This design comes from an exercise in tuning for small area on the open sky130 flow, not from production work.
The RTL was checked by simulation tests, not by an equivalence proof against the original design.
In every run shown here, the design's own scripts or RTL, not TritonCTS, make the clock network.
The clock port is modelled as an ideal driver, which makes a skipped or thinned clock tree look cheaper than it is; a real chip needs a root buffer or a tree.
Power and IR drop assume default switching activity.

`flow/flow/run.sh`:
```
#!/bin/bash
# Standard ORFS layout, with minimum-size port buffers and the clock tree
# built by cts_tree.tcl (recursive-bisection clusters) in place of TritonCTS.
set -euo pipefail
export CT_LEAF_SINKS=${CT_LEAF_SINKS:-20}
export CT_SLEW_TARGET=${CT_SLEW_TARGET:-1.0}
export CT_LEAF_SINKS=36 CT_LEAF_BUF=sky130_fd_sc_hd__inv_16 CT_UP_BUF=sky130_fd_sc_hd__clkinv_16 CT_ROOT_BUF=sky130_fd_sc_hd__clkinv_16 CT_FANOUTS="6 4"
bash standard.sh \
  'BUFFER_PORTS_ARGS=-buffer_cell sky130_fd_sc_hd__buf_1' \
  "PRE_CTS_TCL=$PWD/flow/cts_tree.tcl" \
  finish > flow.log 2>&1
```
`flow/flow/cts_tree.tcl`:
```
# Clock tree built by recursive bisection: the flip-flops are split into
# compact clusters of about CT_LEAF_SINKS sinks, each driven by one leaf
# buffer at its centre; the leaf buffers are split the same way into groups
# driven by mid buffers, which the root buffer drives. The clock port drives
# only the root buffer. Replaces clock_tree_synthesis in ORFS's cts.tcl.

proc ct_env {name default} {
  if {[info exists ::env($name)] && $::env($name) ne ""} { return $::env($name) }
  return $default
}

# items: list of {x y payload}; k: number of groups. Returns a list of groups.
proc ct_split {items k} {
  if {$k <= 1 || [llength $items] <= 1} { return [list $items] }
  set xs [lmap i $items {lindex $i 0}]
  set ys [lmap i $items {lindex $i 1}]
  set dx [expr {[tcl::mathfunc::max {*}$xs] - [tcl::mathfunc::min {*}$xs]}]
  set dy [expr {[tcl::mathfunc::max {*}$ys] - [tcl::mathfunc::min {*}$ys]}]
  set sorted [lsort -integer -index [expr {$dx >= $dy ? 0 : 1}] $items]
  set k1 [expr {$k / 2}]
  set k2 [expr {$k - $k1}]
  set n [llength $items]
  set n1 [expr {int(round(double($n) * $k1 / $k))}]
  return [concat [ct_split [lrange $sorted 0 [expr {$n1 - 1}]] $k1] \
                 [ct_split [lrange $sorted $n1 end] $k2]]
}

proc ct_centre {items} {
  set sx 0.0; set sy 0.0
  foreach i $items { set sx [expr {$sx + [lindex $i 0]}]; set sy [expr {$sy + [lindex $i 1]}] }
  set n [llength $items]
  return [list [expr {int($sx / $n)}] [expr {int($sy / $n)}]]
}

proc ct_add_buffer {block master name xy in_net out_net} {
  set inst [odb::dbInst_create $block $master $name]
  set w [$master getWidth]; set h [$master getHeight]
  $inst setLocation [expr {[lindex $xy 0] - $w / 2}] [expr {[lindex $xy 1] - $h / 2}]
  $inst setPlacementStatus PLACED
  [$inst findITerm A] connect $in_net
  foreach it [$inst getITerms] {
    if {[$it isOutputSignal]} { $it connect $out_net }
  }
  return $inst
}

proc ct_build {args} {
  set db [ord::get_db]
  set block [ord::get_db_block]
  set leaf_sinks [ct_env CT_LEAF_SINKS 20]
  set fanouts [ct_env CT_FANOUTS {8 4}]
  set leaf_master [$db findMaster [ct_env CT_LEAF_BUF sky130_fd_sc_hd__clkbuf_8]]
  set up_master [$db findMaster [ct_env CT_UP_BUF sky130_fd_sc_hd__clkbuf_16]]
  set root_master [$db findMaster [ct_env CT_ROOT_BUF sky130_fd_sc_hd__clkbuf_16]]
  set clk [$block findNet [ct_env CT_CLOCK_NET clk]]
  set sinks {}
  foreach it [$clk getITerms] {
    set b [[$it getInst] getBBox]
    lappend sinks [list [expr {([$b xMin] + [$b xMax]) / 2}] [expr {([$b yMin] + [$b yMax]) / 2}] $it]
  }
  # Level 0: the sinks grouped into leaf clusters. Each level's nodes are
  # {x y net} where net is the net the node's buffer will drive.
  set n [expr {int(ceil(double([llength $sinks]) / $leaf_sinks))}]
  set nodes {}
  set i 0
  foreach grp [ct_split $sinks $n] {
    set net [odb::dbNet_create $block ctnet_0_$i]
    $net setSigType CLOCK
    foreach s $grp {
      set it [lindex $s 2]
      $it disconnect
      $it connect $net
    }
    lappend nodes [list {*}[ct_centre $grp] $net]
    incr i
  }
  puts "ct_build: [llength $sinks] sinks, $n leaf buffers"
  set level 0
  set master $leaf_master
  # Each pass places the buffers for the current nodes, grouping them under
  # new parent nets, until a single node (the root) remains.
  while {1} {
    set fo [lindex $fanouts [expr {min($level, [llength $fanouts] - 1)}]]
    set np [expr {int(ceil(double([llength $nodes]) / $fo))}]
    if {[llength $nodes] == 1} { set np 0 }
    if {$np == 0} {
      set nd [lindex $nodes 0]
      set rm [expr {$level == 0 ? $master : $root_master}]
      ct_add_buffer $block $rm ctbuf_${level}_0 [lrange $nd 0 1] $clk [lindex $nd 2]
      break
    }
    set parents {}
    set j 0
    foreach grp [ct_split $nodes $np] {
      set pnet [odb::dbNet_create $block ctnet_[expr {$level + 1}]_$j]
      $pnet setSigType CLOCK
      set k 0
      foreach nd $grp {
        ct_add_buffer $block $master ctbuf_${level}_${j}_$k [lrange $nd 0 1] $pnet [lindex $nd 2]
        incr k
      }
      lappend parents [list {*}[ct_centre $grp] $pnet]
      incr j
    }
    puts "ct_build: level [expr {$level + 1}]: $np buffers"
    set nodes $parents
    set master $up_master
    incr level
  }
  set_propagated_clock [all_clocks]
  ct_upsize_leaves $block
  puts "ct_build: done"
}

# Swap each leaf buffer whose flip-flops see a clock slew above CT_SLEW_TARGET
# (ns, with placement parasitics) for CT_LEAF_BIG.
proc ct_upsize_leaves {block} {
  set big [[ord::get_db] findMaster [ct_env CT_LEAF_BIG sky130_fd_sc_hd__clkbuf_16]]
  set target [ct_env CT_SLEW_TARGET 0.105]
  estimate_parasitics -placement
  set swapped 0
  foreach inst [$block getInsts] {
    if {![string match ctbuf_0_* [$inst getName]]} { continue }
    set worst 0
    foreach it [$inst getITerms] {
      if {![$it isOutputSignal]} { continue }
      foreach sink [[$it getNet] getITerms] {
        if {![$sink isInputSignal]} { continue }
        set pin [get_pins [$sink getName]]
        foreach e {rise fall} { set worst [expr {max($worst, [get_property $pin slew_max_$e])}] }
      }
    }
    if {$worst > $target} {
      $inst swapMaster $big
      incr swapped
    }
  }
  puts "ct_build: $swapped leaf buffers upsized"
}

rename clock_tree_synthesis ct_orig_clock_tree_synthesis
proc clock_tree_synthesis {args} { ct_build }
```
`flow/standard.sh`:
```
#!/bin/bash
# synth_recipe.tcl (not shown) runs the flow's synth.tcl, then flattens the netlist and writes it again
# the make line also repeats each setting of config.mk as NAME=value (left out here)
make -C /OpenROAD-flow-scripts/flow DESIGN_CONFIG=/design/flow/config.mk WORK_HOME=/design/flow/orfs CLKGATE_MAP_FILE= SYNTH_SCRIPT=/design/flow/synth_recipe.tcl "${@:-finish}"
```
`flow/config.mk`:
```
export PLATFORM = sky130hd
export DESIGN_NAME = hub75_bcm_ctl
export DESIGN_NICKNAME = hub75_bcm_ctl
export VERILOG_FILES = /design/flow/design.v
export SDC_FILE = /design/flow/constraint.sdc
export NUM_CORES = 4
export LEC_CHECK = 0
export CAP_MARGIN = 20
export CORE_AREA = 10 10 530 530
export DIE_AREA = 0 0 540 540
export PLACE_DENSITY = 0.7
export SLEW_MARGIN = 35
```
`flow/constraint.sdc`:
```
create_clock -name core_clock -period 10.0 [get_ports {clk}]
set_input_delay 2.0000 -clock core_clock [delete_from_list [all_inputs] [get_ports {clk}]]
set_output_delay 2.0000 -clock core_clock [all_outputs]
set_load 0.01 [all_outputs]
```
`flow/design.v`:
```
module hub75_bcm_ctl #(
  parameter int COLOR_COUNT = 3,
  parameter int COLOR_BITS = 4,
  parameter int COL_ADDR_BITS = 6,
  parameter int ROW_ADDR_BITS = 4,
  parameter int SECTIONS = 2,
  parameter int BLANK_CYCLES = 4,
  parameter int ON_UNIT = 8
) (
  input  logic clk,
  input  logic rst,
  input  logic enable,
  input  logic [7:0] brightness,
  input  logic [SECTIONS*COLOR_COUNT*(2**COL_ADDR_BITS)*COLOR_BITS-1:0] row_in,
  input  logic row_valid,
  output logic row_req,
  output logic [ROW_ADDR_BITS-1:0] next_row,
  output logic hub_clk,
  output logic hub_lat,
  output logic hub_noe,
  output logic [ROW_ADDR_BITS-1:0] hub_mux,
  output logic [SECTIONS*COLOR_COUNT-1:0] s_out,
  output logic frame_done
);
  localparam int C = 2**COL_ADDR_BITS;
  localparam int SC = SECTIONS*COLOR_COUNT;
  localparam int L = 255;
  localparam logic [1:0] P_IDLE = 2'd0, P_SHIFT = 2'd1, P_BLANK = 2'd2, P_DISP = 2'd3;
  logic [1:0] ph, ph_n;            
  logic [6:0] cnt, cnt_n;          
  logic [5:0] cnt_hi;
  assign cnt = {cnt_hi, hub_clk};
  logic [1:0] plane, plane_n;
  logic [6:0] br, br_n;            
  logic nreq;                      
  logic load, nload;
  logic sh, bl, dp, cin, e, req_n, done_n, lat_n;
  logic [5:0] up;
  logic [6:0] mask;
  assign load = row_req & row_valid;
  assign nload = nreq | ~row_valid;
  always_comb begin
    sh = ph == P_SHIFT;
    bl = ph == P_BLANK;
    dp = ph == P_DISP;
    cin = cnt[0] | ~sh;
    {e, up} = {1'b0, cnt[6:1]} + 7'(cin);
    ph_n = ph;
    plane_n = plane;
    req_n = row_req;
    done_n = 1'b0;
    case (ph)
      P_IDLE: begin
        req_n = row_req ? !row_valid : enable;
        if (load) ph_n = P_SHIFT;
      end
      P_SHIFT: if (e) ph_n = P_BLANK;
      P_BLANK: if (e) ph_n = P_DISP;
      default: if (e) begin
        plane_n = plane + 1'b1;
        if (plane == 2'd3) begin
          ph_n = P_IDLE;
          req_n = enable;
          done_n = &next_row;
        end else begin
          ph_n = P_SHIFT;
        end
      end
    endcase
    case (plane)
      2'd0: mask = 7'b0001110;
      2'd1: mask = 7'b0000110;
      2'd2: mask = 7'b0000010;
      default: mask = 7'b0000000;
    endcase
    if (ph == P_IDLE) cnt_n = '0;
    else cnt_n = {up, sh & ~cnt[0]}
                 | (sh & e ? 7'b1101110 : 7'b0)
                 | (bl & e || dp & !e ? mask : 7'b0);
    lat_n = ph_n == P_BLANK && cnt_n == 7'b1110110;
    br_n = bl & e ? {brightness[7:2], &brightness[1:0]} : br;
  end
  always_ff @(posedge clk) begin
    br <= br_n;
    cnt_hi <= cnt_n[6:1];
  end
  logic [SC-1:0][L-1:0] ring, rin;
  localparam int H0 = 63, H1 = 126, H2 = 190, H3 = 254;
  for (genvar b = 0; b < 4; b++) begin : g_pl
    for (genvar kk = (b == 0 ? 1 : 0); kk < C; kk++) begin : g_col
      localparam int HB = b == 0 ? H0 : b == 1 ? H1 : b == 2 ? H2 : H3;
      localparam int J = (2*(HB - kk)) % L;
      for (genvar i = 0; i < SC; i++) begin : g_ln
        assign rin[i][J] = row_in[(i*C + C-1 - kk)*COLOR_BITS + b];
      end
    end
  end
  always_ff @(posedge clk) begin
    for (int i = 0; i < SC; i++)
      for (int k = 0; k < L; k++)
        ring[i][k] <= ~((load | ring[i][(k+L-1)%L]) & (nload | rin[i][k]));
  end
  logic [SC-1:0] tap, s_n;
  always_comb
    for (int i = 0; i < SC; i++) begin
      case (plane_n)
        2'd0: tap[i] = ring[i][125];
        2'd1: tap[i] = ~ring[i][141];
        2'd2: tap[i] = ring[i][167];
        default: tap[i] = ~ring[i][209];
      endcase
      s_n[i] = load ? row_in[(i*C + C-1)*COLOR_BITS] :
               ph_n == P_SHIFT && (cnt_n[0] ? s_out[i] : tap[i]);
    end
  always_ff @(posedge clk or posedge rst) begin
    if (rst) begin
      ph <= P_IDLE;
      hub_clk <= 1'b0;
      plane <= '0;
      next_row <= '0;
      hub_lat <= 1'b0;
      hub_noe <= 1'b1;
      hub_mux <= '0;
      s_out <= '0;
      row_req <= 1'b0;
      nreq <= 1'b1;
      frame_done <= 1'b0;
    end else begin
      ph <= ph_n;
      hub_clk <= cnt_n[0];
      plane <= plane_n;
      if (dp && e && plane == 2'd3) next_row <= next_row + 1'b1;
      hub_lat <= lat_n;
      hub_noe <= !(ph_n == P_DISP && {cnt_n[6:1], 1'b1} <= br_n);
      if (lat_n) hub_mux <= next_row;
      s_out <= s_n;
      row_req <= req_n;
      nreq <= !req_n;
      frame_done <= done_n;
    end
  end
endmodule
```
==> results of run 1 <==
-- state kept, by name (all words and copies together), names as in the netlist, 2 cells and up --
| name | count |
|---|---|
| ring | 1530 |
| br | 7 |
| cnt_hi | 6 |
| s_out | 6 |
| hub_mux | 4 |
| next_row | 4 |
| ph | 2 |
| plane | 2 |
-- how the worst max path moves through the flow --
stage	start	cells after the start	endpoint	slack [ns]
6_report	row_valid	6	ring[16]	5.63
5_1_grt	row_valid	6	ring[503]	5.69
4_1_cts	row_valid	6	ring[1449]	5.91
3_5_place_dp	row_valid	6	ring[1456]	5.24
3_3_place_gp	row_valid	5	ring[27]	5.41
2_1_floorplan	row_valid	6	hub_mux[0]	6.56
-- cell usage after synthesis (2+ instances only) --
cell | n | share of area (%)
nand3_1 | 6 | 0.069
clkbuf_1 | 343 | 2.9
o22ai_1 | 1530 | 22
a21oi_1 | 6 | 0.069
xnor2_1 | 4 | 0.080
and3_2 | 3 | 0.051
a2111oi_0 | 2 | 0.040
a32o_1 | 6 | 0.14
dfxtp_1 | 1543 | 71
nor2b_1 | 3 | 0.043
nand4_1 | 4 | 0.057
o21ai_0 | 6 | 0.069
buf_6 | 2 | 0.051
ha_1 | 17 | 0.49
nor2_1 | 21 | 0.18
a311oi_1 | 7 | 0.14
dfrtp_1 | 22 | 1.3
buf_1 | 4 | 0.034
a31o_2 | 2 | 0.040
nand2_1 | 11 | 0.094
inv_1 | 18 | 0.15
nor3_1 | 10 | 0.11
buf_2 | 3 | 0.034
xor2_1 | 2 | 0.040
mux2i_1 | 12 | 0.27
mux2_2 | 12 | 0.31
a31oi_1 | 4 | 0.057
dfstp_2 | 2 | 0.12
o221ai_1 | 6 | 0.12
-- report_power, final --
group	switching [mW]	leakage [nW]	total, mW	internal, mW
Clock	2.34	0.556	2.72	0.376
Sequential	0.439	13.3	7.56	7.12
Combinational	0.573	4.74	1.15	0.581
-- worst reg2reg max path: cells and delay by family, from the launching register on --
kind / cells / cell delay, ns
adders and majority gates: 4 / 1.32
and+or+nand+nor: 6 / 1.12
AOI/OAI and AO/OA: 4 / 0.73
DFF: 1 / 0.41
buffers and inverters: 2 / 0.17
-- area by class of cell --
class / instances / area share, %
repair buffers: 1604 / 11.6
diodes: 20 / 0.0918
inverters: 73 / 2.35
flip-flops and latches: 1567 / 57.8
well taps: 3552 / 8.16
multi-input cells: 1694 / 20.0
-- kinds of logic after synthesis --
kind of cell / Yosys count
compound gates: 1581
xor+xnor: 6
fa+ha+maj: 17
buf+inv: 371
flops: 1567
mux: 24
simple gates: 66
-- layer usage --
metal,track usage [%],wire [um],share of wire (%),vias to the layer above
met5,0,49,0.027,-
met4,3.55,7270,4.0,8
met3,2.99,15500,8.4,226
met2,20.6,91000,50,1513
met1,13.0,70000,38,16900
li1,-,-,-,16700
-- stage by stage --
| stage | worst slack (ns) | area, um2 | util (%) |
|---|---|---|---|
| 2_1_floorplan | 6.56 | 43800 | - |
| 3_3_place_gp | 5.41 | 53100 | 19.8 |
| 3_5_place_dp | 5.24 | 53200 | 19.8 |
| 4_1_cts | 5.91 | 54400 | 20.3 |
| 5_1_grt | 5.69 | 54500 | 20.3 |
| 6_report | 5.63 | 54500 | 20.3 |
==> flow_summary.ini, run 1 <==
[global_route]
antenna_found_initial = 40
grt_pass1_wl_um = 249000
grt_pass1_vias = 34500
grt-ovfl-total = 0
grt_start_max_net_pins = 219
grt_usage_pct = 11.4

[drt]
dr.pass1.iters = 6
routedWlPerCell_um = 21.6
via_per_inst = 4.15
vias = 35300
finalWirelength_um = 184000
postRouteAntennaNets = 0
drtIter0Drc = 2513
drcViolationCount = 0

[logic_synthesis]
yosys.area_share.adder_pct = 0.486
avgSynthCellArea_um2 = 12.1
synth_cell_types = 50
async_flop_share_pct = 1.53
synthFlopType = dfxtp_1
synth_area_um2 = 43800
synth_mux_area_share_pct = 0.583
synth_fp_nets = 5197
ys_ff_latch = 1567
synth_compound_area_share_pct = 22.8
synthCells = 3632
synth-edff-count = 0
yosys.area_share.xor_xnor_pct = 0.120
synth_warnings = 1
synth_simple_gate_area_share_pct = 0.789
synth_top_family_by_area = compound AO/OA/AOI/OAI gates
yosysSeqAreaShare_pct = 71.9

[sta]
worst_pin_slew_ns = 1.08
rsz0062_at_grt = no
fmax_ghz = 0.229
finalMaxSlewViolations = 0
setup_violations = 0
period_minus_slack_ns = 4.37
tns_ns = 0
finalCritPeriodShare_pct = 43.7
relSlewSlack_pct = 28.3
clock_skew_ns = 0.0551
timing_hold_violations_final = 0
timing.hold.ws_ns = 0.393

[setup_path]
crit_chain = buf_1, and2_4, buf_12, buf_12, buf_16, o22ai_1
cpMaxStageDelayCell = and2_4
critPathBufInv = 4
arrival_ns = 4.78
cp-end-kind = register
r2r-end = hub_noe
cp_max_fo = 155
cp_data_required_time_ns = 10.41
r2r_slack_ns = 6.17
critPathTopFamily = buffers and inverters
timing.critical_path.mode_cell = buf_12
cpPeakStageDelay_ns = 0.55
reg2reg_from = ph[1]
reg2reg_depth = 16
start_kind = input pin
crit_type = in -> reg

[place]
dp_hpwl_um = 145000
dp_cells = 8434
portBuffers = 1566
place.gp.congestion = 0.921

[cells_and_area]
final_cell_mix = 1566 x buf_1, 1542 x dfxtp_1, 1525 x o22ai_1, 44 x inv_16, 26 x buf_4
fill_cells = 29600
area_delta_synth_final_pct = 24.5
multi_input_area_um2 = 10900
finalNonFillerCells = 8510
num-nets-final = 6505
seq_area_um2 = 31500
drive_gt1_share_pct = 2.59
layout_commonest_cell = buf_1

[flow_run]
cap_viol_max_count = 0

[power_and_ir_drop]
power_density_nw_per_um2 = 210
finalPower_mw = 11.4
vdd_drop_max_v = 0.000268
power.leakage_nw = 18.6

[floorplanning]
start_util_pct = 16.3
core_um2 = 269000
dieHeight_um = 540
die_w_um = 540
io_pins = 1567
die_area_um2 = 292000
rows = 190

[clocking]
clk_pin_slew_ns = 0.12
post-cts-setup-buffers = 0
cts_resized = 0
holdBufCountCts = 0
clk_latency_ns = 0.61

[min_path]
hp-start = ring[118]
hold_end = ring[119]
hold_class = reg -> reg
hold_path_depth = 1

[run_status]
status = timing/DRC/antenna clean
==> inputs of run 2 (changes only) <==
==> flow/flow/run.sh (replaced) <==
#!/bin/bash
# Standard ORFS layout, with minimum-size port buffers and the clock tree
# built by cts_tree.tcl (recursive-bisection clusters) in place of TritonCTS.
set -euo pipefail
# Leaves: inv_16 driving about 36 flip-flops; two levels of clkbuf_16 with
# fanout 4; a clkinv_16 root on the clock port (two inversions in all).
export CT_LEAF_SINKS=${CT_LEAF_SINKS:-36}
export CT_LEAF_BUF=${CT_LEAF_BUF:-sky130_fd_sc_hd__inv_16}
export CT_UP_BUFS=${CT_UP_BUFS:-"sky130_fd_sc_hd__clkbuf_16 sky130_fd_sc_hd__clkbuf_16"}
export CT_ROOT_BUF=${CT_ROOT_BUF:-sky130_fd_sc_hd__clkinv_16}
export CT_FANOUTS=${CT_FANOUTS:-"4 4"}
export CT_SLEW_TARGET=${CT_SLEW_TARGET:-0.112}
bash standard.sh \
  'BUFFER_PORTS_ARGS=-buffer_cell sky130_fd_sc_hd__buf_1' \
  "PRE_CTS_TCL=$PWD/flow/cts_tree.tcl" \
  finish > flow.log 2>&1
--- a/flow/flow/cts_tree.tcl
+++ b/flow/flow/cts_tree.tcl
@@ -91,6 +91,12 @@
     }
     set parents {}
     set j 0
+    if {$level > 0} {
+      set ups [ct_env CT_UP_BUFS ""]
+      if {[llength $ups]} {
+        set master [$db findMaster [lindex $ups [expr {min($level - 1, [llength $ups] - 1)}]]]
+      }
+    }
     foreach grp [ct_split $nodes $np] {
       set pnet [odb::dbNet_create $block ctnet_[expr {$level + 1}]_$j]
       $pnet setSigType CLOCK
@@ -108,34 +114,83 @@
     incr level
   }
   set_propagated_clock [all_clocks]
-  ct_upsize_leaves $block
+  ct_check_polarity $block $clk
+  ct_split_leaves $block
   puts "ct_build: done"
 }
 
-# Swap each leaf buffer whose flip-flops see a clock slew above CT_SLEW_TARGET
-# (ns, with placement parasitics) for CT_LEAF_BIG.
-proc ct_upsize_leaves {block} {
-  set big [[ord::get_db] findMaster [ct_env CT_LEAF_BIG sky130_fd_sc_hd__clkbuf_16]]
-  set target [ct_env CT_SLEW_TARGET 0.105]
-  estimate_parasitics -placement
-  set swapped 0
-  foreach inst [$block getInsts] {
-    if {![string match ctbuf_0_* [$inst getName]]} { continue }
-    set worst 0
-    foreach it [$inst getITerms] {
-      if {![$it isOutputSignal]} { continue }
-      foreach sink [[$it getNet] getITerms] {
-        if {![$sink isInputSignal]} { continue }
-        set pin [get_pins [$sink getName]]
-        foreach e {rise fall} { set worst [expr {max($worst, [get_property $pin slew_max_$e])}] }
+# Every path from the clock port to a flip-flop must pass an even number of
+# inverters; follow one path down and stop the flow if not.
+proc ct_check_polarity {block clk} {
+  set inv 0
+  set net $clk
+  while {1} {
+    set next {}
+    foreach it [$net getITerms] {
+      if {[$it isInputSignal]} { set next [$it getInst]; break }
+    }
+    if {$next eq "" || ![string match ctbuf_* [$next getName]]} { break }
+    if {[string match *inv* [[$next getMaster] getName]]} { incr inv }
+    foreach it [$next getITerms] { if {[$it isOutputSignal]} { set net [$it getNet] } }
+  }
+  puts "ct_build: $inv inverting levels"
+  if {$inv % 2} { error "ct_build: odd number of inverting levels in the clock tree" }
+}
+
+# Split each leaf cluster whose flip-flops see a clock slew above
+# CT_SLEW_TARGET (ns, with placement parasitics) in two, the new half driven
+# by a new leaf cell on the same parent net. Repeated CT_SPLIT_PASSES times.
+proc ct_pin_xy {it} {
+  set b [[$it getInst] getBBox]
+  return [list [expr {([$b xMin] + [$b xMax]) / 2}] [expr {([$b yMin] + [$b yMax]) / 2}]]
+}
+
+proc ct_split_leaves {block} {
+  set target [ct_env CT_SLEW_TARGET 0.115]
+  set passes [ct_env CT_SPLIT_PASSES 3]
+  set added 0
+  for {set pass 0} {$pass < $passes} {incr pass} {
+    estimate_parasitics -placement
+    set bad {}
+    foreach inst [$block getInsts] {
+      if {![string match ctbuf_0_* [$inst getName]]} { continue }
+      set worst 0
+      foreach it [$inst getITerms] {
+        if {![$it isOutputSignal]} { continue }
+        foreach sink [[$it getNet] getITerms] {
+          if {![$sink isInputSignal]} { continue }
+          set pin [get_pins [$sink getName]]
+          foreach e {rise fall} { set worst [expr {max($worst, [get_property $pin slew_max_$e])}] }
+        }
       }
+      if {$worst > $target} { lappend bad $inst }
     }
-    if {$worst > $target} {
-      $inst swapMaster $big
-      incr swapped
+    if {![llength $bad]} { break }
+    foreach inst $bad {
+      set in_net [[$inst findITerm A] getNet]
+      foreach it [$inst getITerms] { if {[$it isOutputSignal]} { set out_net [$it getNet] } }
+      set sinks {}
+      foreach sink [$out_net getITerms] {
+        if {[$sink isInputSignal]} { lappend sinks [list {*}[ct_pin_xy $sink] $sink] }
+      }
+      if {[llength $sinks] < 2} { continue }
+      lassign [ct_split $sinks 2] g1 g2
+      set name [$inst getName]_s$pass
+      set net [odb::dbNet_create $block ctnet_$name]
+      $net setSigType CLOCK
+      foreach s $g2 {
+        set it [lindex $s 2]
+        $it disconnect
+        $it connect $net
+      }
+      ct_add_buffer $block [$inst getMaster] $name [ct_centre $g2] $in_net $net
+      set xy [ct_centre $g1]
+      set m [$inst getMaster]
+      $inst setLocation [expr {[lindex $xy 0] - [$m getWidth] / 2}] [expr {[lindex $xy 1] - [$m getHeight] / 2}]
+      incr added
     }
   }
-  puts "ct_build: $swapped leaf buffers upsized"
+  puts "ct_build: $added leaf clusters split"
 }
 
 rename clock_tree_synthesis ct_orig_clock_tree_synthesis
==> run 2 against run 1 <==
  * Flip-flop and latch count is the same
  * Wire length is 0.19% higher
  * Worst hold slack lost 0.013 ns
  * Area after synthesis stayed put
  * Critical path depth did not move
  * First-iteration DRC count grew 6.1%
  * Via count increased by 0.40%
  * Utilization increased by 0.055 points
  * Largest cell class unchanged
  * Largest power group unchanged
  * Highest routed layer unchanged
==> flow_summary.ini, run 2 <==
[run_status]
status = timing/DRC/antenna clean

[floorplanning]
core_um2 = 269000
start_util_pct = 16.3
io_pins = 1567
dieHeight_um = 540
rows = 190
die_area_um2 = 292000
die_w_um = 540

[setup_path]
r2r-end = hub_mux[1]
cp-end-kind = register
crit_type = in -> reg
cp_max_fo = 155
cp_data_required_time_ns = 10.47
critPathTopFamily = buffers and inverters
crit_start = row_valid
reg2reg_from = ph[1]
cpPeakStageDelay_ns = 0.55
r2r_slack_ns = 6.22
timing.critical_path.mode_cell = buf_12
cp-endpoint = ring[1456]
crit_chain = buf_1, and2_4, buf_12, buf_12, buf_16, o22ai_1
cpMaxStageDelayCell = and2_4
crit_cells = 6
reg2reg_depth = 11
arrival_ns = 4.79
start_kind = input pin
critPathBufInv = 4

[clocking]
post-cts-setup-buffers = 0
clk_pin_slew_ns = 0.11
clk_latency_ns = 0.70
holdBufCountCts = 0
cts_resized = 0

[global_route]
grt_pass1_vias = 34700
antenna_found_initial = 42
grt_pass1_wl_um = 250000
top_usage_layer = met2
met3_usage_pct = 2.95
use_met2_pct = 20.7
grt_start_max_net_pins = 219
grt-ovfl-total = 0
grt_util_met1_pct = 13.0
grt_usage_pct = 11.4

[cells_and_area]
fill_cells = 29600
regMostFlops = ring
finalNonFillerCells = 8518
top_regs = ring (1530), br (7)
area_delta_synth_final_pct = 24.8
largest_reg_flops = 1530
layout_commonest_cell = buf_1
num-nets-final = 6514
seq_area_um2 = 31500
finalInstanceArea_um2 = 54600
multi_input_area_um2 = 10900
drive_gt1_share_pct = 2.77
final_cell_mix = 1566 x buf_1, 1542 x dfxtp_1, 1525 x o22ai_1, 49 x inv_16, 26 x buf_4

[logic_synthesis]
synth_area_leader_cell = dfxtp_1
yosysMostFrequentCell = dfxtp_1
avgSynthCellArea_um2 = 12.1
synthFlopType = dfxtp_1
synth_common_cells = 1543 x dfxtp_1, 1530 x o22ai_1, 343 x clkbuf_1
yosysSeqAreaShare_pct = 71.9
synthCells = 3632
synth-edff-count = 0
ys_ff_latch = 1567
synth_warnings = 1
async_flop_share_pct = 1.53
yosysTopAreaCellShare_pct = 70.6
synth_fp_nets = 5197
synth_cell_types = 50
synth_area_um2 = 43800
synthTopCellsByArea = dfxtp_1 71%, o22ai_1 22%, clkbuf_1 2.9%, dfrtp_1 1.3%, ha_1 0.49%

[sta]
finalMaxSlewViolations = 0
relSlewSlack_pct = 29.6
finalCritPeriodShare_pct = 43.2
setup_violations = 0
tns_ns = 0
rsz0062_at_grt = no
clock_skew_ns = 0.0565
worst_slack_ns = 5.68
timing_hold_violations_final = 0
period_minus_slack_ns = 4.32
fmax_ghz = 0.231
worst_pin_slew_ns = 1.06

[place]
placed_area_um2 = 53200
place.gp.congestion = 0.921
dp_hpwl_um = 145000
portBuffers = 1566
place_ws_ns = 5.24
dp_cells = 8434

[min_path]
hold_path_depth = 1
hold_class = reg -> reg

[drt]
drtIter0Drc = 2666
routedWlPerCell_um = 21.6
postRouteAntennaNets = 0
dr.pass1.iters = 5
via_per_inst = 4.16
vias = 35500
finalWirelength_um = 184000
drcViolationCount = 0

[power_and_ir_drop]
vdd_drop_max_v = 0.000216
power_density_nw_per_um2 = 213
finalPower_mw = 11.6
power.leakage_nw = 18.7

[flow_run]
cap_viol_max_count = 0
run 2: cell types whose count changed in the layout (fill, tap and decap cells not counted):
cell       before  now
clkbuf_16       0   14
clkinv_16      11    1
diode_2        20   19
inv_16         44   49
run 2: where the power goes:
| part | internal [mW] | leakage (nW) | switching [mW] |
|---|---|---|---|
| clock | 0.586 | 0.664 | 2.33 |
| sequential | 7.12 | 13.3 | 0.438 |
| combinational | 0.582 | 4.74 | 0.573 |
run 2: through the flow:
stage	hold slack [ns]	util (%)
finish	0.380	20.3
global route	0.380	20.3
CTS	0.385	20.3
detailed placement	0.412	19.8
global placement	0.409	19.8
floorplan	0.408	-
run 2: worst min path at each step:
stage | startpoint | end | slack (ns)
after detailed placement | ring[1180] | ring[1181] | 0.41
after global placement | ring[903] | ring[904] | 0.41
after CTS | ring[944] | ring[945] | 0.39
final | ring[1478] | ring[1479] | 0.38
after global routing | ring[828] | ring[829] | 0.38
after floorplan | ring[254] | ring[0] | 0.41
run 2: final cells by class:
type                            count  area share (%)
Antenna cell                       19          0.0870
Buffer                             14           0.641
Multi-Input combinational cell   1694            20.0
Sequential cell                  1567            57.6
Inverter                           68            1.97
Timing Repair Buffer             1604            11.6
Tap cell                         3552            8.13
run 2: metal layers:
metal	up-vias	routed length (um)
met4	10	7060
met3	244	15400
li1	16700	-
met1	17000	69700
met5	-	69
met2	1531	92000
run 2: logic make-up after synthesis:
group,Yosys count,synth area share [%]
buffers and inverters,371,3.23
AND/OR/NAND/NOR,66,0.789
adder cells (fa/ha/maj),17,0.486
AO/OA/AOI/OAI,1581,22.8
multiplexers,24,0.583
XOR/XNOR,6,0.120
flip-flops,1567,71.9
==> inputs of run 3 (changes only) <==
--- a/flow/flow/run.sh
+++ b/flow/flow/run.sh
@@ -4,7 +4,7 @@
 set -euo pipefail
 # Leaves: inv_16 driving about 36 flip-flops; two levels of clkbuf_16 with
 # fanout 4; a clkinv_16 root on the clock port (two inversions in all).
-export CT_LEAF_SINKS=${CT_LEAF_SINKS:-36}
+export CT_LEAF_SINKS=${CT_LEAF_SINKS:-34}
 export CT_LEAF_BUF=${CT_LEAF_BUF:-sky130_fd_sc_hd__inv_16}
 export CT_UP_BUFS=${CT_UP_BUFS:-"sky130_fd_sc_hd__clkbuf_16 sky130_fd_sc_hd__clkbuf_16"}
 export CT_ROOT_BUF=${CT_ROOT_BUF:-sky130_fd_sc_hd__clkinv_16}
==> run 3 against run 2 <==
  * Largest power group unchanged
  * Still clean on timing, DRC and antenna
  * Worst setup slack worse by 0.012 ns
  * Critical endpoint is now ring[508]
  * Register-to-register slack worse by 0.07 ns
  * Highest routed layer unchanged
  * Wire length hardly changed
  * First-iteration DRC count is 7.4% lower
==> flow_summary.ini, run 3 <==
[clocking]
holdBufCountCts = 0
post-cts-setup-buffers = 0
cts_resized = 0
clk_latency_ns = 0.68
clk_pin_slew_ns = 0.11

[logic_synthesis]
async_flop_share_pct = 1.53
yosysMostFrequentCell = dfxtp_1
yosys.area_share.adder_pct = 0.486
synthFlopType = dfxtp_1
synth_cell_types = 50
avgSynthCellArea_um2 = 12.1
synth_compound_area_share_pct = 22.8
synth_area_leader_cell = dfxtp_1
synth_fp_nets = 5197
yosys.area_share.xor_xnor_pct = 0.120
synth_area_um2 = 43800
synth_warnings = 1
synthTopCellsByArea = dfxtp_1 71%, o22ai_1 22%, clkbuf_1 2.9%, dfrtp_1 1.3%, ha_1 0.49%
synth_mux_area_share_pct = 0.583
yosysTopAreaCellShare_pct = 70.6
synth_top_family_by_area = compound AO/OA/AOI/OAI gates
synth-edff-count = 0
yosysSeqAreaShare_pct = 71.9
ys_ff_latch = 1567
synthCells = 3632
synth_simple_gate_area_share_pct = 0.789
synth_common_cells = 1543 x dfxtp_1, 1530 x o22ai_1, 343 x clkbuf_1

[cells_and_area]
finalInstanceArea_um2 = 54700
final_util_pct = 20.4
top_regs = ring (1530), br (7)
final_cell_mix = 1566 x buf_1, 1542 x dfxtp_1, 1525 x o22ai_1, 50 x inv_16, 26 x buf_4
largest_reg_flops = 1530
area_delta_synth_final_pct = 24.9
finalNonFillerCells = 8519
regMostFlops = ring
layout_commonest_cell = buf_1
num-nets-final = 6516
drive_gt1_share_pct = 2.81

[sta]
setup_violations = 0
timing.hold.ws_ns = 0.390
finalCritPeriodShare_pct = 43.3
clock_skew_ns = 0.0534
worst_pin_slew_ns = 1.04
timing_hold_violations_final = 0
finalMaxSlewViolations = 0
rsz0062_at_grt = no
period_minus_slack_ns = 4.33
worst_slack_ns = 5.67
fmax_ghz = 0.231
tns_ns = 0
relSlewSlack_pct = 30.7

[power_and_ir_drop]
combinationalPowerShare_pct = 9.9
vdd_drop_max_v = 0.000207
pwr-share-seq_pct = 64.8
p_sw_mw = 3.35
power.leakage_nw = 18.7
power_density_nw_per_um2 = 213
p_int_mw = 8.31
p_clk_share_pct = 25.3
switching_share_pct = 28.7
finalPower_mw = 11.7

[floorplanning]
dieHeight_um = 540
core_um2 = 269000
io_pins = 1567
die_w_um = 540
rows = 190
die_area_um2 = 292000
start_util_pct = 16.3

[drt]
drcViolationCount = 0
drtIter0Drc = 2469
via_per_inst = 4.17
postRouteAntennaNets = 0
finalWirelength_um = 184000
vias = 35500
routedWlPerCell_um = 21.6
dr.pass1.iters = 5

[setup_path]
crit_chain = buf_1, and2_4, buf_12, buf_12, buf_16, o22ai_1
cp_max_fo = 155
cp_data_required_time_ns = 10.49
timing.critical_path.mode_cell = buf_12
cpPeakStageDelay_ns = 0.55
start_kind = input pin
cpMaxStageDelayCell = and2_4
reg2reg_depth = 16
arrival_ns = 4.82
crit_type = in -> reg
cp-end-kind = register

[place]
place_ws_ns = 5.24
place.gp.congestion = 0.921
dp_cells = 8434
placed_area_um2 = 53200
portBuffers = 1566
dp_hpwl_um = 145000

[min_path]
hold_path_depth = 1
hold_class = reg -> reg

[global_route]
grt_pass1_vias = 34700
grt-ovfl-total = 0
antenna_found_initial = 42
grt_usage_pct = 11.4
grt_pass1_wl_um = 250000
grt_start_max_net_pins = 219

[flow_run]
cap_viol_max_count = 0

[run_status]
status = timing/DRC/antenna clean
-- run 3: metal layers --
metal  track usage [%]  part of all wire, %  up-vias
met5                 0                0.037        -
li1                  -                    -    16700
met1              12.9                   38    17000
met4              3.53                  3.6       10
met2              20.7                   50     1573
met3              3.14                  8.5      238
-- run 3: final cells by class --
cell class / count / area, um2
Fill cell: 29600 / 214000
Tap cell: 3552 / 4440
Multi-Input combinational cell: 1694 / 10900
Sequential cell: 1567 / 31500
Inverter: 69 / 1100
Timing Repair Buffer: 1604 / 6310
Antenna cell: 18 / 45.0
Buffer: 15 / 375
-- run 3: worst paths after layout --
path / endpoint / slack, ns / startpoint
hold reg to reg: ring[1398] / 0.39 / ring[1397]
setup reg to reg: hub_noe / 6.15 / ph[1]
max in group asynchronous: plane[1] / 8.26 / rst
min in group asynchronous: s_out[2] / 1.33 / rst
setup / recovery: ring[508] / 5.67 / row_valid
hold / removal: ring[1398] / 0.39 / ring[1397]
-- run 3: power groups by stage --
stage / logic (mW) / clock network (mW) / registers, mW
after CTS: 1.15 / 3.05 / 7.58
final: 1.15 / 2.95 / 7.56
after floorplan: 0.707 / 0 / 7.42
after global placement: 1.11 / 0 / 7.71
after global routing: 1.27 / 3.24 / 7.63
after detailed placement: 1.15 / 0 / 7.71
-- run 3: critical path: cells and delay by family --
| kind | cells | cell delay [ns] |
|---|---|---|
| buf+inv | 4 | 1.35 |
| compound gates | 1 | 0.17 |
| simple gates | 1 | 0.55 |
-- run 3: logic make-up after synthesis --
logic type,count (synthesis)
and+or+nand+nor,66
buffers and inverters,371
muxes,24
DFF,1567
xor gates and xnor gates,6
AOI/OAI and AO/OA,1581
adders and majority gates,17
==> inputs of run 4 (changes only) <==
--- a/flow/flow/run.sh
+++ b/flow/flow/run.sh
@@ -13,4 +13,5 @@
 bash standard.sh \
   'BUFFER_PORTS_ARGS=-buffer_cell sky130_fd_sc_hd__buf_1' \
   "PRE_CTS_TCL=$PWD/flow/cts_tree.tcl" \
+  'PLACE_PINS_ARGS=-min_distance 1 -min_distance_in_tracks' \
   finish > flow.log 2>&1
--- a/flow/config.mk
+++ b/flow/config.mk
@@ -6,7 +6,7 @@
 export NUM_CORES = 4
 export LEC_CHECK = 0
 export CAP_MARGIN = 20
-export CORE_AREA = 10 10 530 530
-export DIE_AREA = 0 0 540 540
+export CORE_AREA = 10 10 410 410
+export DIE_AREA = 0 0 420 420
 export PLACE_DENSITY = 0.7
 export SLEW_MARGIN = 35
==> run 4 against run 3 <==
  * Clock power about the same
  * Power decreased by 1.3%
  * Largest power group unchanged
  * Wire length decreased by 1.2%
  * Worst hold slack got worse by 0.0047 ns
  * Area after synthesis unchanged
  * Largest cell class unchanged
  * Flip-flop and latch count unchanged
==> flow_summary.ini, run 4 <==
[setup_path]
cpPeakStageDelay_ns = 0.63
crit_type = in -> reg
r2r_slack_ns = 6.03
cpMaxStageDelayCell = and2_4
crit_chain = buf_1, and2_4, buf_12, buf_16, buf_12, buf_16, o22ai_1
reg2reg_from = ph[1]
r2r-end = s_out[5]
cp_max_fo = 151
start_kind = input pin
cp-end-kind = register
critPathTopFamily = buffers and inverters
critPathBufInv = 5
reg2reg_depth = 11
cp_data_required_time_ns = 10.48
arrival_ns = 5.12

[min_path]
hold_end = ring[1123]
hold_class = reg -> reg
hp-start = ring[1122]
hold_path_depth = 1

[floorplanning]
die_area_um2 = 176000
core_um2 = 159000
rows = 146
dieHeight_um = 420
start_util_pct = 27.6
io_pins = 1567
die_w_um = 420

[power_and_ir_drop]
power.leakage_nw = 18.7
power_density_nw_per_um2 = 216
pwr-share-seq_pct = 64.7
switching_share_pct = 27.7
p_clk_share_pct = 25.7
p_int_mw = 8.32
p_sw_mw = 3.19
vdd_drop_max_v = 0.000203
combinationalPowerShare_pct = 9.6

[global_route]
grt_pass1_wl_um = 248000
antenna_found_initial = 251
grt-ovfl-total = 0
grt_pass1_vias = 35900
grt_start_max_net_pins = 207
grt_usage_pct = 19.0

[cells_and_area]
final_cell_mix = 1565 x buf_1, 1543 x dfxtp_1, 1529 x o22ai_1, 52 x inv_16, 22 x dfrtp_1
drive_gt1_share_pct = 2.57
finalInstanceArea_um2 = 53400
top_regs = ring (1530), br (7)
regMostFlops = ring
largest_reg_flops = 1530
layout_commonest_cell = buf_1
area_delta_synth_final_pct = 21.9
fill_cells = 16200
num-nets-final = 6508

[drt]
dr.pass1.iters = 5
routedWlPerCell_um = 25.1
vias = 37600
via_per_inst = 5.19
drcViolationCount = 0
postRouteAntennaNets = 0
finalWirelength_um = 182000
drtIter0Drc = 3358

[place]
placed_area_um2 = 51300
dp_hpwl_um = 133000
portBuffers = 1566
place_ws_ns = 5.10
place.gp.congestion = 0.976

[logic_synthesis]
synth_common_cells = 1543 x dfxtp_1, 1530 x o22ai_1, 343 x clkbuf_1
yosysSeqAreaShare_pct = 71.9
synthCells = 3632
synth-edff-count = 0
synthFlopType = dfxtp_1
synth_cell_types = 50
yosysTopAreaCellShare_pct = 70.6
yosysMostFrequentCell = dfxtp_1
synth_warnings = 1
ys_ff_latch = 1567
synth_fp_nets = 5197
synth_area_um2 = 43800
avgSynthCellArea_um2 = 12.1
synthTopCellsByArea = dfxtp_1 71%, o22ai_1 22%, clkbuf_1 2.9%, dfrtp_1 1.3%, ha_1 0.49%
synth_area_leader_cell = dfxtp_1
async_flop_share_pct = 1.53

[sta]
timing_hold_violations_final = 0
finalMaxSlewViolations = 0
fmax_ghz = 0.216
worst_slack_ns = 5.36
clock_skew_ns = 0.0840
tns_ns = 0
period_minus_slack_ns = 4.64
worst_pin_slew_ns = 0.976
setup_violations = 0
finalCritPeriodShare_pct = 46.4
relSlewSlack_pct = 34.9
rsz0062_at_grt = no
timing.hold.ws_ns = 0.386

[clocking]
clk_latency_ns = 0.67
post-cts-setup-buffers = 0
clk_pin_slew_ns = 0.10
holdBufCountCts = 0
cts_resized = 0

[flow_run]
cap_viol_max_count = 0

[run_status]
status = timing/DRC/antenna clean
-- run 4: worst max path at each step --
stage / from / to / cells after the start
floorplan: row_valid / hub_mux[0] / 6
global placement: row_valid / ring[928] / 5
detailed placement: row_valid / ring[54] / 6
CTS: row_valid / ring[1289] / 5
global route: row_valid / ring[1428] / 7
finish: row_valid / ring[54] / 7
-- run 4: power by group through the flow --
stage | registers [mW] | clock network (mW) | logic, mW
finish | 7.45 | 2.96 | 1.11
floorplan | 7.42 | 0 | 0.707
detailed placement | 7.59 | 0 | 1.09
CTS | 7.46 | 3.04 | 1.10
global route | 7.52 | 3.26 | 1.23
global placement | 7.58 | 0 | 1.04
-- run 4: cells by family (layout without fill, tap and decap cells) --
logic type | after synthesis | count (layout) | share of synthesized area (%)
buffers and inverters | 371 | 1680 | 3.23
flip-flops | 1567 | 1567 | 71.9
other | 0 | 230 | 0
XOR/XNOR | 6 | 6 | 0.120
AND/OR/NAND/NOR | 66 | 66 | 0.789
adder cells (fa/ha/maj) | 17 | 17 | 0.486
multiplexers | 24 | 24 | 0.583
AO/OA/AOI/OAI | 1581 | 1581 | 22.8
-- run 4: routing by layer --
layer / up-vias / GRT usage [%] / wire length [um]
met4: 70 / 19.2 / 20000
met2: 2067 / 27.9 / 81900
met5: - / 1.07 / 562
met3: 983 / 8.85 / 18600
met1: 17600 / 19.4 / 60900
li1: 16900 / - / -
-- run 4: cell type report --
cell class              instances  area [um2]  share of cell area (%)
diodes                        230         576                    1.08
well taps                    2072        2590                    4.86
plain buffers                  15         375                   0.703
multi-input cells            1694       10900                    20.4
flip-flops and latches       1567       31500                    59.0
repair buffers               1594        6300                    11.8
inverters                      71        1140                    2.13
-- run 4: stage by stage --
step	util, %	total power [mW]	cells
finish	33.6	11.5	7243
global route	33.6	12.0	7211
CTS	33.2	11.6	7011
detailed placement	32.3	8.68	6943
global placement	32.2	8.61	6941
floorplan	-	8.13	3632
==> inputs of run 5 (changes only) <==
--- a/flow/config.mk
+++ b/flow/config.mk
@@ -6,7 +6,7 @@
 export NUM_CORES = 4
 export LEC_CHECK = 0
 export CAP_MARGIN = 20
-export CORE_AREA = 10 10 410 410
-export DIE_AREA = 0 0 420 420
+export CORE_AREA = 10 10 350 350
+export DIE_AREA = 0 0 360 360
 export PLACE_DENSITY = 0.7
 export SLEW_MARGIN = 35
==> run 5 against run 4 <==
  * Power down 0.84%
  * Area after synthesis unchanged
  * Clock skew down 0.028 ns
  * Worst hold slack better by 0.0091 ns
  * Register-to-register slack better by 0.25 ns
  * Sequential power about the same
  * Clock power down 2%
  * Synthesized cell count unchanged
  * Critical path depth down 1
  * Final cell count down 8.1%
  * Worst setup slack better by 0.47 ns
  * Critical endpoint is now ring[22]
  * Largest cell class unchanged
==> flow_summary.ini, run 5 <==
[run_status]
status = timing/DRC/antenna clean

[global_route]
grt-ovfl-total = 0
antenna_found_initial = 248
grt_start_max_net_pins = 238
grt_pass1_vias = 35200
grt_usage_pct = 24.6
grt_pass1_wl_um = 239000

[cells_and_area]
layout_commonest_cell = buf_1
area_delta_synth_final_pct = 20.3
regMostFlops = ring
multi_input_area_um2 = 10900
drive_gt1_share_pct = 2.53
fill_cells = 10900
final_cell_mix = 1566 x buf_1, 1543 x dfxtp_1, 1529 x o22ai_1, 49 x inv_16, 22 x dfrtp_1
final_util_pct = 46.0
top_regs = ring (1530), br (7)
largest_reg_flops = 1530
finalInstanceArea_um2 = 52600
seq_area_um2 = 31500
num-nets-final = 6507

[setup_path]
reg2reg_from = ph[1]
cp_max_fo = 182
cp_data_required_time_ns = 10.48
crit_type = in -> reg
start_kind = input pin
r2r-end = s_out[4]
reg2reg_depth = 11
crit_start = row_valid
cp-endpoint = ring[22]
arrival_ns = 4.64
cp-end-kind = register
r2r_slack_ns = 6.28

[sta]
timing_hold_violations_final = 0
finalCritPeriodShare_pct = 41.6
worst_pin_slew_ns = 0.909
relSlewSlack_pct = 39.1
setup_violations = 0
tns_ns = 0
finalMaxSlewViolations = 0
fmax_ghz = 0.240
period_minus_slack_ns = 4.16
rsz0062_at_grt = no
clock_skew_ns = 0.0562

[floorplanning]
start_util_pct = 38.2
core_um2 = 115000
die_w_um = 360
die_area_um2 = 130000
io_pins = 1567
dieHeight_um = 360
rows = 124

[logic_synthesis]
synth_area_leader_cell = dfxtp_1
async_flop_share_pct = 1.53
avgSynthCellArea_um2 = 12.1
yosysMostFrequentCell = dfxtp_1
synth_warnings = 1
synth_common_cells = 1543 x dfxtp_1, 1530 x o22ai_1, 343 x clkbuf_1
ys_ff_latch = 1567
synth_area_um2 = 43800
synth-edff-count = 0
synthFlopType = dfxtp_1
synth_fp_nets = 5197
yosysTopAreaCellShare_pct = 70.6
synthTopCellsByArea = dfxtp_1 71%, o22ai_1 22%, clkbuf_1 2.9%, dfrtp_1 1.3%, ha_1 0.49%
synthCells = 3632
yosysSeqAreaShare_pct = 71.9
synth_cell_types = 50

[drt]
dr.pass1.iters = 8
routedWlPerCell_um = 25.8
postRouteAntennaNets = 0
finalWirelength_um = 172000
drcViolationCount = 0
vias = 37100
drtIter0Drc = 3483
via_per_inst = 5.58

[power_and_ir_drop]
power_density_nw_per_um2 = 217
finalPower_mw = 11.4
power.leakage_nw = 18.7
vdd_drop_max_v = 0.000159

[flow_run]
cap_viol_max_count = 0

[clocking]
cts_resized = 0
post-cts-setup-buffers = 0
clk_pin_slew_ns = 0.10
holdBufCountCts = 0
clk_latency_ns = 0.64

[place]
portBuffers = 1566
placed_area_um2 = 50600
place.gp.congestion = 0.985
dp_hpwl_um = 125000

[min_path]
hold_class = reg -> reg
hp-start = ring[565]
==> run 5: cell counts after synthesis <==
No cell type changed its count.
==> run 5: final cells by class <==
class | instances | share of cell area, %
diodes | 205 | 0.975
plain buffers | 15 | 0.713
inverters | 68 | 2.05
multi-input cells | 1694 | 20.7
flip-flops and latches | 1567 | 59.8
well taps | 1512 | 3.59
repair buffers | 1596 | 12.2
==> run 5: stage by stage <==
step                hold WS [ns]  setup slack [ns]  instances
finish                     0.395              5.84       6657
global route               0.401              5.73       6622
CTS                        0.395              5.69       6446
detailed placement         0.412              5.02       6381
global placement           0.409              5.08       6379
floorplan                  0.408              6.56       3632
==> run 5: logic make-up after synthesis <==
logic type      count (synthesis)  share of synthesized area (%)
compound gates               1581                           22.8
xor+xnor                        6                          0.120
fa+ha+maj                      17                          0.486
buf+inv                       371                           3.23
flops                        1567                           71.9
mux                            24                          0.583
simple gates                   66                          0.789
==> run 5: worst min path at each step <==
stage / to / slack [ns] / depth (start not counted)
detailed placement: ring[18] / 0.41 / 1
CTS: ring[1493] / 0.39 / 1
global route: ring[566] / 0.40 / 1
global placement: ring[921] / 0.41 / 1
finish: ring[566] / 0.39 / 1
floorplan: ring[0] / 0.41 / 1
==> run 5: where the power goes <==
| group | switching (mW) | internal [mW] |
|---|---|---|
| sequential | 0.300 | 7.12 |
| combinational | 0.522 | 0.584 |
| clock | 2.28 | 0.606 |
| total | 3.10 | 8.31 |
==> run 5: metal layers <==
| metal | part of all wire (%) | global-route usage (%) |
|---|---|---|
| met5 | 0.46 | 1.07 |
| met4 | 9.9 | 22.5 |
| met3 | 11 | 12.1 |
| met2 | 42 | 33.9 |
| met1 | 37 | 27.5 |
==> run 5: critical path: stages <==
cell and delay, ns:
buf_1 0.19, and2_4 0.42, buf_12 0.30, buf_12 0.48
buf_12 0.52, o22ai_1 0.25
==> inputs of run 6 (changes only) <==
--- a/flow/design.v
+++ b/flow/design.v
@@ -54,11 +54,13 @@
         req_n = row_req ? !row_valid : enable;
         if (load) ph_n = P_SHIFT;
       end
-      P_SHIFT: if (e) ph_n = P_BLANK;
+      P_SHIFT: if (e) begin
+        ph_n = P_BLANK;
+        plane_n = plane + 1'b1;
+      end
       P_BLANK: if (e) ph_n = P_DISP;
       default: if (e) begin
-        plane_n = plane + 1'b1;
-        if (plane == 2'd3) begin
+        if (plane == 2'd0) begin
           ph_n = P_IDLE;
           req_n = enable;
           done_n = &next_row;
@@ -68,16 +70,16 @@
       end
     endcase
     case (plane)
-      2'd0: mask = 7'b0001110;
-      2'd1: mask = 7'b0000110;
-      2'd2: mask = 7'b0000010;
+      2'd1: mask = 7'b0001110;
+      2'd2: mask = 7'b0000110;
+      2'd3: mask = 7'b0000010;
       default: mask = 7'b0000000;
     endcase
     if (ph == P_IDLE) cnt_n = '0;
     else cnt_n = {up, sh & ~cnt[0]}
                  | (sh & e ? 7'b1101110 : 7'b0)
                  | (bl & e || dp & !e ? mask : 7'b0);
-    lat_n = ph_n == P_BLANK && cnt_n == 7'b1110110;
+    lat_n = bl && cnt[4:1] == 4'b1010;
     br_n = bl & e ? {brightness[7:2], &brightness[1:0]} : br;
   end
   always_ff @(posedge clk) begin
@@ -103,7 +105,7 @@
   logic [SC-1:0] tap, s_n;
   always_comb
     for (int i = 0; i < SC; i++) begin
-      case (plane_n)
+      case (plane)
         2'd0: tap[i] = ring[i][125];
         2'd1: tap[i] = ~ring[i][141];
         2'd2: tap[i] = ring[i][167];
@@ -129,7 +131,7 @@
       ph <= ph_n;
       hub_clk <= cnt_n[0];
       plane <= plane_n;
-      if (dp && e && plane == 2'd3) next_row <= next_row + 1'b1;
+      if (dp && e && plane == 2'd0) next_row <= next_row + 1'b1;
       hub_lat <= lat_n;
       hub_noe <= !(ph_n == P_DISP && {cnt_n[6:1], 1'b1} <= br_n);
       if (lat_n) hub_mux <= next_row;
--- a/flow/flow/run.sh
+++ b/flow/flow/run.sh
@@ -13,5 +13,4 @@
 bash standard.sh \
   'BUFFER_PORTS_ARGS=-buffer_cell sky130_fd_sc_hd__buf_1' \
   "PRE_CTS_TCL=$PWD/flow/cts_tree.tcl" \
-  'PLACE_PINS_ARGS=-min_distance 1 -min_distance_in_tracks' \
   finish > flow.log 2>&1
--- a/flow/config.mk
+++ b/flow/config.mk
@@ -6,7 +6,7 @@
 export NUM_CORES = 4
 export LEC_CHECK = 0
 export CAP_MARGIN = 20
-export CORE_AREA = 10 10 350 350
-export DIE_AREA = 0 0 360 360
+export CORE_AREA = 10 10 530 530
+export DIE_AREA = 0 0 540 540
 export PLACE_DENSITY = 0.7
 export SLEW_MARGIN = 35
==> run 6 against run 5 <==
  * Register-to-register slack gained 0.11 ns
  * Synthesized cell count shrank 0.50%
  * Critical path depth unchanged
  * Flip-flop and latch count is the same
  * Sequential share of layout area fell by 2.2 points
  * Fmax shrank 0.87%
  * Power fell by 16%
  * Utilization shrank 26 points
  * Largest power group unchanged
  * Combinational power down 73%
  * Critical path type unchanged
  * Worst hold slack got worse by 0.055 ns
  * Still clean
  * Area after synthesis is 0.38% lower
==> flow_summary.ini, run 6 <==
[min_path]
hold_path_depth = 1
hp-start = ring[1193]
hold_class = reg -> reg
hold_end = ring[1194]

[drt]
vias = 34600
drtIter0Drc = 2084
postRouteAntennaNets = 0
dr.pass1.iters = 5
finalWirelength_um = 173000
routedWlPerCell_um = 20.3
drcViolationCount = 0
via_per_inst = 4.07

[global_route]
grt-ovfl-total = 0
grt_pass1_wl_um = 237000
grt_pass1_vias = 34300
antenna_found_initial = 31
grt_start_max_net_pins = 232
grt_usage_pct = 10.7

[logic_synthesis]
synth_common_cells = 1543 x dfxtp_1, 1530 x o22ai_1, 246 x clkbuf_1
synth_fp_nets = 5179
synth_cell_types = 48
yosysTopAreaCellShare_pct = 70.8
synth_top_family_by_area = compound AO/OA/AOI/OAI gates
synth_area_um2 = 43600
yosys.area_share.xor_xnor_pct = 0.141
ys_ff_latch = 1567
async_flop_share_pct = 1.53
synthFlopType = dfxtp_1
synthTopCellsByArea = dfxtp_1 71%, o22ai_1 22%, clkbuf_1 2.1%, dfrtp_1 1.3%, buf_2 0.90%
synth_compound_area_share_pct = 22.8
synth_warnings = 1
avgSynthCellArea_um2 = 12.1
yosysSeqAreaShare_pct = 72.2
synth_simple_gate_area_share_pct = 0.746
yosys.area_share.adder_pct = 0.488
synthCells = 3614
synth_area_leader_cell = dfxtp_1
synth_mux_area_share_pct = 0.215
yosysMostFrequentCell = dfxtp_1
synth-edff-count = 0

[clocking]
clk_latency_ns = 0.73
clk_pin_slew_ns = 0.11
cts_resized = 0
post-cts-setup-buffers = 0
holdBufCountCts = 0

[setup_path]
cpPeakStageDelay_ns = 0.48
timing.critical_path.mode_cell = buf_12
cp_max_fo = 193
cp-end-kind = register
r2r_slack_ns = 6.39
arrival_ns = 4.70
reg2reg_depth = 15
reg2reg_from = ph[1]
r2r-end = hub_noe
cpMaxStageDelayCell = buf_12
start_kind = input pin
crit_type = in -> reg
cp_data_required_time_ns = 10.50
crit_chain = buf_1, nand2b_4, buf_12, buf_12, buf_16, o22ai_1

[cells_and_area]
regMostFlops = ring
area_delta_synth_final_pct = 25.2
largest_reg_flops = 1530
fill_cells = 29400
multi_input_area_um2 = 10700
seq_area_um2 = 31500
top_regs = ring (1530), br (7)
drive_gt1_share_pct = 2.61
final_cell_mix = 1566 x buf_1, 1543 x dfxtp_1, 1529 x o22ai_1, 54 x inv_16, 26 x nand2_1
num-nets-final = 6510
layout_commonest_cell = buf_1

[floorplanning]
dieHeight_um = 540
rows = 190
core_um2 = 269000
die_area_um2 = 292000
start_util_pct = 16.2
io_pins = 1567
die_w_um = 540

[run_status]
status = timing/DRC/antenna clean

[place]
place.gp.congestion = 0.922
portBuffers = 1566
dp_hpwl_um = 134000

[power_and_ir_drop]
finalPower_mw = 9.60
combinationalPowerShare_pct = 3.1
p_sw_mw = 2.57
p_int_mw = 7.03
power.leakage_nw = 18.7
pwr-share-seq_pct = 65.0
vdd_drop_max_v = 0.000246
switching_share_pct = 26.8
power_density_nw_per_um2 = 176
p_clk_share_pct = 31.9

[sta]
fmax_ghz = 0.238
tns_ns = 0
worst_pin_slew_ns = 1.06
finalMaxSlewViolations = 0
rsz0062_at_grt = no
finalCritPeriodShare_pct = 42.0
clock_skew_ns = 0.117
timing_hold_violations_final = 0
setup_violations = 0
relSlewSlack_pct = 29.1
period_minus_slack_ns = 4.20

[flow_run]
cap_viol_max_count = 0
run 6: cell count changes after synthesis, sizes merged, moves of 7 or more:
| cell | change |
|---|---|
| buf | +90 |
| clkbuf | -96 |
| mux2 | -9 |
| a311oi | -7 |
| a211oi | +8 |
| nand2 | +16 |
| a221oi | +8 |
run 6: how the worst max path moves through the flow:
stage / to / cells past startpoint / from
6_report: ring[4] / 6 / row_valid
4_1_cts: ring[741] / 6 / row_valid
5_1_grt: ring[269] / 6 / row_valid
2_1_floorplan: ring[110] / 6 / row_valid
3_3_place_gp: ring[738] / 6 / row_valid
3_5_place_dp: ring[727] / 6 / row_valid
run 6: cell type report:
| class | count | area share [%] |
|---|---|---|
| plain buffers | 15 | 0.687 |
| flip-flops and latches | 1567 | 57.7 |
| repair buffers | 1606 | 11.7 |
| inverters | 75 | 2.17 |
| multi-input cells | 1680 | 19.5 |
| diodes | 20 | 0.0916 |
| well taps | 3552 | 8.14 |
run 6: logic make-up after synthesis:
group	after synthesis
AO/OA/AOI/OAI	1580
flip-flops	1567
buffers and inverters	367
AND/OR/NAND/NOR	67
adder cells (fa/ha/maj)	17
multiplexers	9
XOR/XNOR	7
run 6: power by group through the flow:
stage                     Combinational, mW  Sequential (mW)  Clock [mW]
after floorplan                      0.0277             6.38           0
after global placement                0.302             6.38           0
after detailed placement              0.302             6.38           0
after CTS                             0.304             6.24        3.21
after global routing                  0.326             6.24        3.39
final                                 0.302             6.24        3.06
run 6: per-stage QoR:
stage | instance area, um2 | utilization, % | cells | hold WS [ns] | setup WS, ns
finish | 54600 | 20.3 | 8515 | 0.340 | 5.80
detailed placement | 52900 | 19.7 | 8420 | 0.412 | 5.09
floorplan | 43600 | - | 3614 | 0.408 | 6.79
global placement | 52900 | 19.7 | 8420 | 0.409 | 5.08
CTS | 54400 | 20.3 | 8490 | 0.333 | 5.82
global route | 54600 | 20.3 | 8505 | 0.343 | 5.74
run 6: metal layers:
metal	vias up	global-route usage (%)	share of wire, %
met2	1412	19.1	50
met5	-	0	0.028
met3	252	2.81	8.0
li1	16600	-	-
met4	8	4.33	4.7
met1	16400	12.0	38
run 6: critical path, delay by kind of cell:
kind	cells	cell delay, ns
AND/OR/NAND/NOR	1	0.44
buffers and inverters	4	1.44
AO/OA/AOI/OAI	1	0.20
==> inputs of run 7 (changes only) <==
--- a/flow/config.mk
+++ b/flow/config.mk
@@ -5,8 +5,8 @@
 export SDC_FILE = /design/flow/constraint.sdc
 export NUM_CORES = 4
 export LEC_CHECK = 0
-export CAP_MARGIN = 20
+export CAP_MARGIN = 5
 export CORE_AREA = 10 10 530 530
 export DIE_AREA = 0 0 540 540
 export PLACE_DENSITY = 0.7
-export SLEW_MARGIN = 35
+export SLEW_MARGIN = 30
==> run 7 against run 6 <==
  * Final area about the same
  * Utilization about the same
  * Critical path type unchanged
  * Power about the same
  * Fmax decreased by 4.0%
  * Highest routed layer unchanged
  * Final cell count about the same
  * Critical path depth unchanged
  * Still clean on timing, DRC and antenna
  * First-iteration DRC count decreased by 1.0%
  * Worst setup slack got worse by 0.17 ns
  * Register-to-register slack about the same
==> flow_summary.ini, run 7 <==
[global_route]
grt_start_max_net_pins = 232
grt-ovfl-total = 0
grt_pass1_wl_um = 237000
antenna_found_initial = 31
grt_pass1_vias = 34300
grt_usage_pct = 10.7

[logic_synthesis]
synthFlopType = dfxtp_1
synth_fp_nets = 5179
ys_ff_latch = 1567
synthCells = 3614
synth_area_leader_cell = dfxtp_1
avgSynthCellArea_um2 = 12.1
synth_warnings = 1
synth_common_cells = 1543 x dfxtp_1, 1530 x o22ai_1, 246 x clkbuf_1
synth-edff-count = 0
synth_cell_types = 48
synthTopCellsByArea = dfxtp_1 71%, o22ai_1 22%, clkbuf_1 2.1%, dfrtp_1 1.3%, buf_2 0.90%
async_flop_share_pct = 1.53
yosysMostFrequentCell = dfxtp_1
yosysSeqAreaShare_pct = 72.2
yosysTopAreaCellShare_pct = 70.8
synth_area_um2 = 43600

[clocking]
holdBufCountCts = 0
post-cts-setup-buffers = 0
cts_resized = 0
clk_latency_ns = 0.73
clk_pin_slew_ns = 0.11

[floorplanning]
rows = 190
io_pins = 1567
die_area_um2 = 292000
core_um2 = 269000
die_w_um = 540
start_util_pct = 16.2
dieHeight_um = 540

[sta]
finalCritPeriodShare_pct = 43.7
setup_violations = 0
timing.hold.ws_ns = 0.342
period_minus_slack_ns = 4.37
worst_pin_slew_ns = 1.08
finalMaxSlewViolations = 0
rsz0062_at_grt = no
timing_hold_violations_final = 0
fmax_ghz = 0.229
tns_ns = 0
worst_slack_ns = 5.63
clock_skew_ns = 0.114
relSlewSlack_pct = 28.1

[min_path]
hold_class = reg -> reg

[place]
place_ws_ns = 5.09
dp_hpwl_um = 134000
place.gp.congestion = 0.922
portBuffers = 1566

[cells_and_area]
regMostFlops = ring
fill_cells = 29400
drive_gt1_share_pct = 2.57
area_delta_synth_final_pct = 25.1
top_regs = ring (1530), br (7)
final_cell_mix = 1566 x buf_1, 1543 x dfxtp_1, 1529 x o22ai_1, 54 x inv_16, 26 x nand2_1
layout_commonest_cell = buf_1
final_util_pct = 20.3
num-nets-final = 6508
largest_reg_flops = 1530

[setup_path]
cp_data_required_time_ns = 10.52
timing.critical_path.mode_cell = buf_12
cpPeakStageDelay_ns = 0.76
crit_type = in -> reg
crit_chain = buf_1, and2_4, buf_12, buf_12, buf_4, o22ai_1
arrival_ns = 4.89
cp_max_fo = 211
cpMaxStageDelayCell = and2_4
start_kind = input pin
cp-end-kind = register

[drt]
drtIter0Drc = 2063
drcViolationCount = 0
met3_wirelength_um = 13800
dr.pass1.iters = 5
m1WireLength_um = 65100
postRouteAntennaNets = 0
finalWirelength_um = 173000
via_per_inst = 4.06
top_layer = met5
wl_met2_um = 85700
vias = 34600
routedWlPerCell_um = 20.3

[power_and_ir_drop]
vdd_drop_max_v = 0.000246
p_sw_mw = 2.57
power_density_nw_per_um2 = 176
p_int_mw = 7.03
combinationalPowerShare_pct = 3.1
switching_share_pct = 26.8
p_clk_share_pct = 31.9
pwr-share-seq_pct = 65.0
power.leakage_nw = 18.7

[flow_run]
cap_viol_max_count = 0

[run_status]
status = timing/DRC/antenna clean
==> run 7: cell counts after synthesis <==
No cell type changed its count.
==> run 7: logic make-up after synthesis <==
family	count (synthesis)	share of synthesized area [%]
AO/OA/AOI/OAI	1580	22.8
XOR/XNOR	7	0.141
adder cells (fa/ha/maj)	17	0.488
buffers and inverters	367	3.39
flip-flops	1567	72.2
multiplexers	9	0.215
AND/OR/NAND/NOR	67	0.746
==> run 7: stage by stage <==
step | instances | area (um2) | total power [mW]
2_1_floorplan | 3614 | 43600 | 6.41
3_3_place_gp | 8420 | 52900 | 6.68
3_5_place_dp | 8420 | 52900 | 6.68
4_1_cts | 8490 | 54400 | 9.75
5_1_grt | 8503 | 54500 | 9.96
6_report | 8513 | 54600 | 9.60
==> run 7: worst paths after layout <==
path                             from    endpoint  slack (ns)  cells past startpoint
hold / removal             ring[1193]  ring[1194]        0.34                      1
min in group asynchronous         rst     row_req        1.42                      2
max in group asynchronous         rst     hub_lat        8.06                      2
setup reg to reg                ph[1]     hub_noe        6.40                     15
setup / recovery            row_valid   ring[704]        5.63                      6
hold reg to reg            ring[1193]  ring[1194]        0.34                      1
==> run 7: per-layer routing <==
layer	up-vias	global-route usage, %
met5	-	0
met4	6	4.33
met3	251	2.81
met2	1453	19.1
met1	16200	12.0
li1	16600	-
==> run 7: worst max-delay path: cells and delay by family <==
family                 cells  cell delay (ns)
AOI/OAI and AO/OA          1             0.12
buffers and inverters      4             1.49
and+or+nand+nor            1             0.76
==> run 7: power groups by stage <==
stage                     clock network (mW)  registers, mW  logic (mW)
final                                   3.06           6.24       0.302
after global routing                    3.39           6.24       0.326
after CTS                               3.21           6.24       0.304
after detailed placement                   0           6.38       0.302
after global placement                     0           6.38       0.302
after floorplan                            0           6.38      0.0277
==> run 7: final cells by class <==
cell class              instances  area, um2  area share [%]
multi-input cells            1680      10700            19.5
flip-flops and latches       1567      31500            57.7
inverters                      75       1190            2.17
diodes                         20       50.0          0.0917
well taps                    3552       4440            8.15
plain buffers                  15        375           0.688
repair buffers               1604       6350            11.6

-- separate check: timing with driven ports --
Ports are ideal in the flow. The routed layouts listed here were re-timed in OpenROAD.
Step 1, drivers: a clkbuf_16 drives clk and a buf_2 each remaining input, both assumed.
Step 2 times the ports against the registers' clock, not the clock port: input delays grow and output delays shrink by t, the midpoint of the rising clock arrivals with the driver on.
Slacks: ideal ports / drivers / drivers and shift; pairs: ideal ports / drivers.
run	t, ns	setup WS [ns]	worst hold slack (ns)
run 1	0.703	5.632 / 5.703 / 5.000	0.393 / 0.393 / 0.393
run 2	0.791	5.679 / 5.752 / 4.961	0.380 / 0.380 / 0.380
run 3	0.785	5.667 / 5.740 / 4.955	0.390 / 0.390 / 0.390
run 4	0.724	5.364 / 5.378 / 4.654	0.386 / 0.386 / 0.386
run 5	0.726	5.838 / 5.909 / 5.183	0.395 / 0.395 / 0.395
run 6	0.794	5.802 / 5.866 / 5.072	0.340 / 0.340 / 0.340
run 7	0.793	5.627 / 5.680 / 4.886	0.342 / 0.342 / 0.342
After both steps every run listed still meets setup and hold. The setup slack of run 7, which loses most, moves by +0.053 ns with the drivers and by -0.741 ns with both steps.
